From an optimization exercise on the open Yosys and OpenROAD flow, aimed at small area, a short achievable clock period and few clock cycles; shortcuts taken in it are not production practice. In this exercise RTL edits were held to simulation tests only and were not proved equivalent to the original. Power figures rest on the tool's default switching activity, not on a simulated workload.

==> trial 2: inputs <==
// soft_cluster_membership
module soft_cluster_membership
#(
    parameter int NUM_CLUSTERS = 16,
    parameter int NUM_DIMS = 16,
    parameter int COORD_BITS = 16
)
(
    input  logic                  clk,
    input  logic                  rst_n,
    input  logic                  psel,
    input  logic                  penable,
    input  logic                  pwrite,
    input  logic [PADDR_W-1:0]    paddr,
    input  logic [31:0]           pwdata,
    output logic [31:0]           prdata,
    output logic                  pready,
    input  logic                  start,
    output logic                  busy,
    input  logic                  operation,
    input  logic [CLUSTER_W-1:0]  cluster,
    input  logic [DIM_W-1:0]      dim_index,
    input  logic [COORD_BITS-1:0] coord_value,
    input  logic                  last_coord,
    output logic                  result_valid,
    output logic [CLUSTER_W-1:0]  cluster_index,
    output logic [Q15_W-1:0]      membership,
    output logic                  last
);
    localparam int K = 16;
    logic [3:0]            ph_reg;
    logic                  busy_reg;
    logic                  go_reg;
    logic                  in_op;
    logic [3:0]            in_cl;
    logic [3:0]            in_dim;
    logic [15:0]           in_x;
    logic                  in_last;
    logic [4:0]            sl_reg;
    logic                  accept;
    logic                  occ_nx;
    logic                  op_nx;
    logic [3:0]            dim_nx;
    logic                  last_nx;
    logic                  fin_ok_nx;
    logic                  go_nx;
    logic                  go_lastpt;
    logic                  at0_nx;
    logic                  at8_nx;
    logic                  tsel_reg;
    assign accept    = start && !busy_reg;
    assign occ_nx    = accept || busy_reg;
    assign op_nx     = accept ? operation   : in_op;
    assign dim_nx    = accept ? dim_index   : in_dim;
    assign last_nx   = accept ? last_coord  : in_last;
  ...
==> flow/config.mk <==
export PLATFORM = sky130hd
export DESIGN_NAME = soft_cluster_membership
export DESIGN_NICKNAME = soft_cluster_membership
export VERILOG_FILES = /design/flow/design.v
export SDC_FILE = /design/flow/constraint.sdc
export NUM_CORES = 4
export LEC_CHECK = 0
export CAP_MARGIN = 20
export CORE_MARGIN = 2
export CORE_UTILIZATION = 40
export SLEW_MARGIN = 20
==> flow/constraint.sdc <==
create_clock -name core_clock -period 12.0 [get_ports {clk}]
set_input_delay 2.4000 -clock core_clock [delete_from_list [all_inputs] [get_ports {clk}]]
set_output_delay 2.4000 -clock core_clock [all_outputs]
set_load 0.01 [all_outputs]
standard.sh (not shown) runs the stock make flow with config.mk's settings and CLKGATE_MAP_FILE= SYNTH_SCRIPT=/design/flow/synth_recipe.tcl, a recipe that flattens the netlist after the stock synthesis.
==> flow/flow/run.sh <==
#!/bin/bash
# The standard layout, with timing repair aimed at 7 ns of setup slack
# (a 5 ns path budget at the design's 12 ns clock); constraints unchanged
set -euo pipefail
bash standard.sh SETUP_SLACK_MARGIN=7 finish > standard_flow.log 2>&1
==> inputs of trial 81, as changes to trial 2 <==
--- a/flow/design.v
+++ b/flow/design.v
@@ -625,10 +625,11 @@
     logic                  go_nx;
     logic                  go_lastpt;
     logic                  at0_nx;
     logic                  at8_nx;
     logic                  tsel_reg;
+    logic                  tsel8_reg;
     assign accept    = start && !busy_reg;
     assign occ_nx    = accept || busy_reg;
     assign op_nx     = accept ? operation   : in_op;
     assign dim_nx    = accept ? dim_index   : in_dim;
     assign last_nx   = accept ? last_coord  : in_last;
@@ -639,10 +640,11 @@
     assign go_nx     = occ_nx && (at0_nx || at8_nx)
                      && (op_nx == OP_LOAD || !last_nx || fin_ok_nx);
     always_ff @(posedge clk)
     begin
         tsel_reg <= !at0_nx;
+        tsel8_reg <= at8_nx;
         if (accept)
         begin
             in_op   <= operation;
             in_cl   <= cluster;
             in_dim  <= dim_index;
@@ -679,15 +681,15 @@
     logic fresh_reg;
     logic [3:0] fc_reg;
     logic pre_reg;
     logic init_reg;
     logic scan_on;
+    logic scan_first;
     logic go_pt;
     logic acc_clr;
     assign go_pt = go_reg && in_op == OP_POINT;
     assign acc_clr = pb_last || (fresh_reg && !pb_v);
-    assign scan_on = fc_reg != 4'd0 && fc_reg <= 4'd8;
     always_ff @(posedge clk or negedge rst_n)
     begin
         if (!rst_n)
         begin
             pa_v      <= 1'b0;
@@ -695,10 +697,12 @@
             pb_v      <= 1'b0;
             pb_last   <= 1'b0;
             fresh_reg <= 1'b1;
             fc_reg    <= '0;
             pre_reg   <= 1'b0;
+            scan_first <= 1'b0;
+            scan_on   <= 1'b0;
             init_reg  <= 1'b0;
         end
         else
         begin
             pa_v    <= go_pt;
@@ -716,10 +720,12 @@
             else if (fc_reg != 4'd0)
             begin
                 fc_reg <= (fc_reg == 4'd11) ? 4'd0 : 4'(fc_reg + 1'b1);
             end
             pre_reg  <= fc_reg == 4'd9;
+            scan_first <= pb_last;
+            scan_on    <= pb_last || (fc_reg != 4'd0 && fc_reg < 4'd8);
             init_reg <= pre_reg;
         end
     end
     logic [K*ACC_W-1:0] snap;
     logic [K*ACC_W-1:0] acc_fin;
@@ -739,11 +745,18 @@
         logic [ACC_W-1:0]       acc_in;
         logic [ACC_W:0]         cs_s;
         logic [ACC_W:0]         cs_c;
         logic [ACC_W:0]         acc_sum;
         logic [ACC_W-1:0]       acc_new;
-        assign tap = tsel_reg ? ring[8*16 +: 16] : ring[15:0];
+        if (j < K / 2)
+        begin : g_t0
+            assign tap = tsel_reg ? ring[8*16 +: 16] : ring[15:0];
+        end
+        else
+        begin : g_t8
+            assign tap = tsel8_reg ? ring[8*16 +: 16] : ring[15:0];
+        end
         assign we  = go_reg && in_op == OP_LOAD && in_cl == 4'(j);
         scm_add #(
             .W(17)
         ) u_sub (
             .a  ({1'b0, in_x ^ 16'h8000}),
@@ -792,15 +805,13 @@
     logic [ACC_W-1:0] dmax_reg;
     logic [ACC_W-1:0] sa;
     logic [ACC_W-1:0] sb;
     logic [ACC_W-1:0] m0;
     logic [ACC_W+3:0] s0;
-    logic             scan_first;
     logic             ab;
     logic             am;
     logic             bm;
-    assign scan_first = fc_reg == 4'd1;
     assign sa = scan_on ? snap[0 +: ACC_W] : '0;
     assign sb = scan_on ? snap[8*ACC_W +: ACC_W] : '0;
     assign m0 = scan_first ? '0 : dmax_reg;
     assign s0 = scan_first ? '0 : sum_reg;
     logic [ACC_W:0]   c_ab;
==> flow/flow/run.sh (replaced) <==
#!/bin/bash
# The standard layout, with timing repair aimed at 7.5 ns of setup slack
# (a 4.5 ns path budget at the design's 12 ns clock); constraints unchanged
set -euo pipefail
bash standard.sh SETUP_SLACK_MARGIN=7.5 finish > standard_flow.log 2>&1
==> notes <==
- Between trial 81 and trial 2, the lower sequential share of layout area is in trial 81 (gap 0.34 points).
- Final area: trial 2 is smaller than trial 81 (about 0.8%).
- Trial 2 completed without violations. Trial 81 went through all stages and came out clean.
- Sequential power is about the same in trial 81 and trial 2.
- Against trial 2, the utilization of trial 81 is higher by 0.097 points.
- Non-clock buffer count: trial 2 is lower than trial 81 (70).
- Between trial 2 and trial 81, the lower worst setup slack is in trial 2 (gap 0.31 ns).
Testbench counts of trial 2, summed over its fixed seeds: cycles 1,928.
Testbench counts of trial 81, summed over its fixed seeds: cycles 1,928.

-- port drivers added, routing unchanged --
No port has a modelled driver above. Below, the same layouts with a new extraction and two added sets of constraints.
Step 1 sets driving cells, clkbuf_16 on the clock port and buf_2 on the other inputs (assumed; they add their load-dependent delay and slew).
Step 2 adds t to the input delays and takes it off the output delays; t is the mean of the earliest and latest rising clock arrival at the registers after step 1. Input paths then give back, and output paths get back, about the clock's delay inside the block.
Slacks: no drivers / after step 1 / after step 2; pairs: no drivers / after step 1.
run	t (ns)	slack for setup (ns)	worst setup path after step 2	worst data-port slew with drivers (ns)	cell pins on the clock port's net
trial 2	1.305	7.073 / 7.073 / 7.073	register to register	0.04	1
trial 81	1.294	7.386 / 7.386 / 7.215	input to register	0.05	1
After both steps setup and hold are still met in every run listed. For trial 81, which loses most, drivers alone change the setup slack by 0.000 ns; drivers and shift together by -0.171 ns.
